What follows belongs to an exercise in optimizing a design on an open flow for small area and a short achievable clock period; a production flow would make more cautious choices. RTL that was checked went through simulation tests only; none was proved equivalent to the original.

## sgbm_bt_cost_top
module sgbm_bt_cost_top (
    input  logic        clk,
    input  logic        rst,
    input  logic        i_row_start,
    input  logic [7:0]  i_width,
    input  logic [23:0] i_left,
    input  logic [23:0] i_right,
    output logic [63:0] o_cost,
    output logic        o_valid,
    output logic        o_row_done
);
clock: 8.0 ns
lec_check: 0
cap_margin: 20
core_margin: 2
core_utilization: 40
setup_slack_margin: 4.5
slew_margin: 20
synth_hierarchical: 1
standard.sh (not shown) runs the stock make flow with config.mk's settings and CLKGATE_MAP_FILE= SYNTH_SCRIPT=/design/flow/synth_recipe.tcl, a recipe that flattens the netlist after the stock synthesis.
==> flow/flow/run.sh <==
#!/bin/bash
# Layout with the standard flow (standard.sh: unchanged synthesis and
# steps). The one change: the port buffers are buf_4 instead of the default
# pick (a slow delay buffer), so the input and output paths lose less time.
set -euo pipefail
export BUFFER_PORTS_ARGS="-buffer_cell sky130_fd_sc_hd__buf_4"
bash standard.sh > standard.log 2>&1
Next try:
Settings changed: SETUP_SLACK_MARGIN 4.5 to 5.0.
Effect: Non-clock buffer count rises by 99. Clock skew fell by 3.0 ps. Final area went up by about 3%.
Next try:
Settings changed: SETUP_SLACK_MARGIN 5.0 to 4.75, TNS_END_PERCENT set to 30.
=> The changed run went through all stages and came out clean; final cell count shrinks by 1.0%; worst setup slack is worse by 12 ps; clock-buffer cell count rises by 15; final area decreases by 2.2%; area after synthesis is unchanged; wire length is lower by 1.6%; worst hold slack loses 8.9 ps; clock skew hardly moves.
Next try:
Settings changed: CORE_UTILIZATION 40 to 55, TNS_END_PERCENT 30 to not set.
The new run finished clean.
Worst hold slack is worse by 4.5 ps.
Die area shrinks by 27%.
Synthesized area does not change.
Next try:
Settings changed: CORE_UTILIZATION 55 to 40.
=> The new run completed with no timing, DRC or antenna violations. Clock-buffer cell count falls by 4. Die area rose by well over a third. Core utilization fell by 17 points. Cell area rises slightly. Global-route usage goes down by 7.1 points. Fmax fell slightly.

---

== run A ==
sgbm_bt_cost_top, a different RTL version from the one above (not shown whole).
Size: roughly 0.047 mm^2 of cells after synthesis.
Settings: LEC_CHECK=0, CAP_MARGIN=20, CORE_MARGIN=2, CORE_UTILIZATION=40, SETUP_SLACK_MARGIN=4, SLEW_MARGIN=20, SYNTH_HIERARCHICAL=1; clock period 8.0 ns.
run.sh (not shown) runs the stock make flow with config.mk's settings and CLKGATE_MAP_FILE= SYNTH_SCRIPT=/design/flow/synth_recipe.tcl, a recipe that flattens the netlist after the stock synthesis.
Stock flow here: none of the scripts above is used.
diff inputs: run A => run B
Settings: CORE_UTILIZATION changed from 40 to 60.
[summary]
- Run B ended with every stage complete and zero timing, DRC or antenna violations.
- Reg-to-reg setup timing slack was lower in run A than in run B.
- In the reports for run B and run A, the smaller critical path depth belongs to run B.
- On worst hold slack across all endpoints, run A tracks run B almost exactly.
- Delta (run B minus run A): actual transition at the worst max-transition pin higher; setup slack after layout higher.
The inputs of run C differ from those of run B as listed below.
Settings: SETUP_SLACK_MARGIN changed from 4 to 3.5; CORE_UTILIZATION changed from 60 to 40.
[summary]
- Between run B and run C, the detailed-routing wirelength on met1 is lower for run B.
- Run C ends up with a core utilization that is 23 points lower than in run B.
- Going from run B to run C, initial antenna violation count went down by 3; clock buffer and inverter area fraction after layout was more or less identical; well tap count went up by 484; final non-filler cell area was more or less identical.
Changes in run D relative to run C:
Settings: SETUP_SLACK_MARGIN now 4.25, was 3.5.
Results
Against run C, run D comes in 1 higher on number of antenna violations at the first check in global routing. Slowest stage cell on the critical path: dfxtp_4 -> run D, o41ai_4 -> run C. Looking at run D and run C, the worst hold slack is a wash. Run D -> run C: total number of tap cells flat. Final wirelength grows by a few percent when moving from run C to run D.
For run E, these inputs were changed with respect to run D:
==> flow/flow/run.sh (new file) <==
#!/bin/bash
# Layout with the standard flow (standard.sh: unchanged synthesis and
# steps). The one change: the port buffers are buf_4 instead of the default
# pick (a slow delay buffer), so the input and output paths lose less time.
set -euo pipefail
export BUFFER_PORTS_ARGS="-buffer_cell sky130_fd_sc_hd__buf_4"
bash standard.sh > standard.log 2>&1
==> flow/standard.sh (new file) <==
#!/bin/bash
# synth_recipe.tcl (not shown) runs the flow's synth.tcl, then flattens the netlist and writes it again
# the make line also repeats each setting of config.mk as NAME=value (left out here)
make -C /OpenROAD-flow-scripts/flow DESIGN_CONFIG=/design/flow/config.mk WORK_HOME=/design/flow/orfs CLKGATE_MAP_FILE= SYNTH_SCRIPT=/design/flow/synth_recipe.tcl "${@:-finish}"
removed: flow/run.sh
[summary]
- Compared run E against run D; register-to-register slack within noise.
- On met1 global-route usage: between run E and run D, it ends up higher for run E.
- Compared run D against run E; number of maximum-capacitance constraint violations within noise.
- Taking run D as the reference, in run E share of the final layout cell area in multi-input gates saw an increase, number of antenna diodes went up.
- Run E ended up with met4 as its top routing layer in use; run D ended up with met5.
- Looking at last element of the critical path, the rp_q[1][6] result is from run D; the rp_q[4][6] one comes from run E.

---

sgbm_bt_cost_top, a different RTL version from the one above (not shown whole).
For scale: about 3400 cells after synthesis, roughly 770 flip-flops, roughly 38000 µm² of cells after synthesis.
export LEC_CHECK = 0
export CAP_MARGIN = 20
export CORE_MARGIN = 2
export CORE_UTILIZATION = 40
export SLEW_MARGIN = 20
create_clock -name core_clock -period 8.0 [get_ports {clk}]
Stock flow here: none of the scripts above is used.
Edit:
ABC_CLOCK_PERIOD_IN_PS = 4000   (was not set)
SETUP_SLACK_MARGIN = 4   (was not set)
Effect: Maximum frequency rose by 11%. Global-route usage rose by 0.89 points. Design area rose by about 9%. Utilization rose by 4.3 points. Synthesized cell count does not change. Count of clock-buffer cells in the layout rose by 4. Routed wire length rose by about 6.4%. Worst hold slack stays flat. First-iteration DRC count fell by about 11%. Sequential share of layout area fell by 2.7 points.
No functional check of the RTL was part of any run of this note.

==> separate check: timing with driven ports <==
How much do the figures lean on ideal ports? The routed layouts below were timed once more, with nothing changed but the port constraints.
Step 1, drivers: a clkbuf_16 drives clk and a buf_2 each remaining input, both assumed.
Step 2 moves the port delays by t, midway between the first and last clock arrival at a register: inputs arrive t later, outputs are due t later. That takes back most of the time a late clock gives input paths.
Slacks: ideal / step 1 / step 2; pairs: ideal / step 1.
run	t, ns	setup slack, ns	worst setup path after step 2	cell pins on the clock port's net
the first run of note 1	0.767	4.617 / 4.669 / 3.902	input to register	1
the second run of note 1	0.757	4.661 / 4.688 / 3.931	input to register	1
the third run of note 1	0.756	4.649 / 4.673 / 3.917	input to register	1
the fourth run of note 1	0.736	4.728 / 4.755 / 4.020	input to register	1
the fifth run of note 1	0.755	4.708 / 4.739 / 3.984	input to register	1
run A	0.714	4.071 / 4.071 / 3.418	input to register	1
run B	0.696	4.082 / 4.126 / 3.430	input to register	1
run C	0.726	3.756 / 3.756 / 3.344	input to register	1
run D	0.712	4.253 / 4.253 / 3.628	input to register	1
run E	0.712	4.241 / 4.241 / 3.758	input to register	1
the first run of note 3	0.689	0.527 / 0.527 / 0.527	register to register	1
the second run of note 3	0.706	1.247 / 1.247 / 1.247	register to register	1
After both steps every run listed still meets setup and hold. The setup slack of the third run of note 1, which loses most, moves by +0.024 ns with the drivers and by -0.732 ns with both steps.
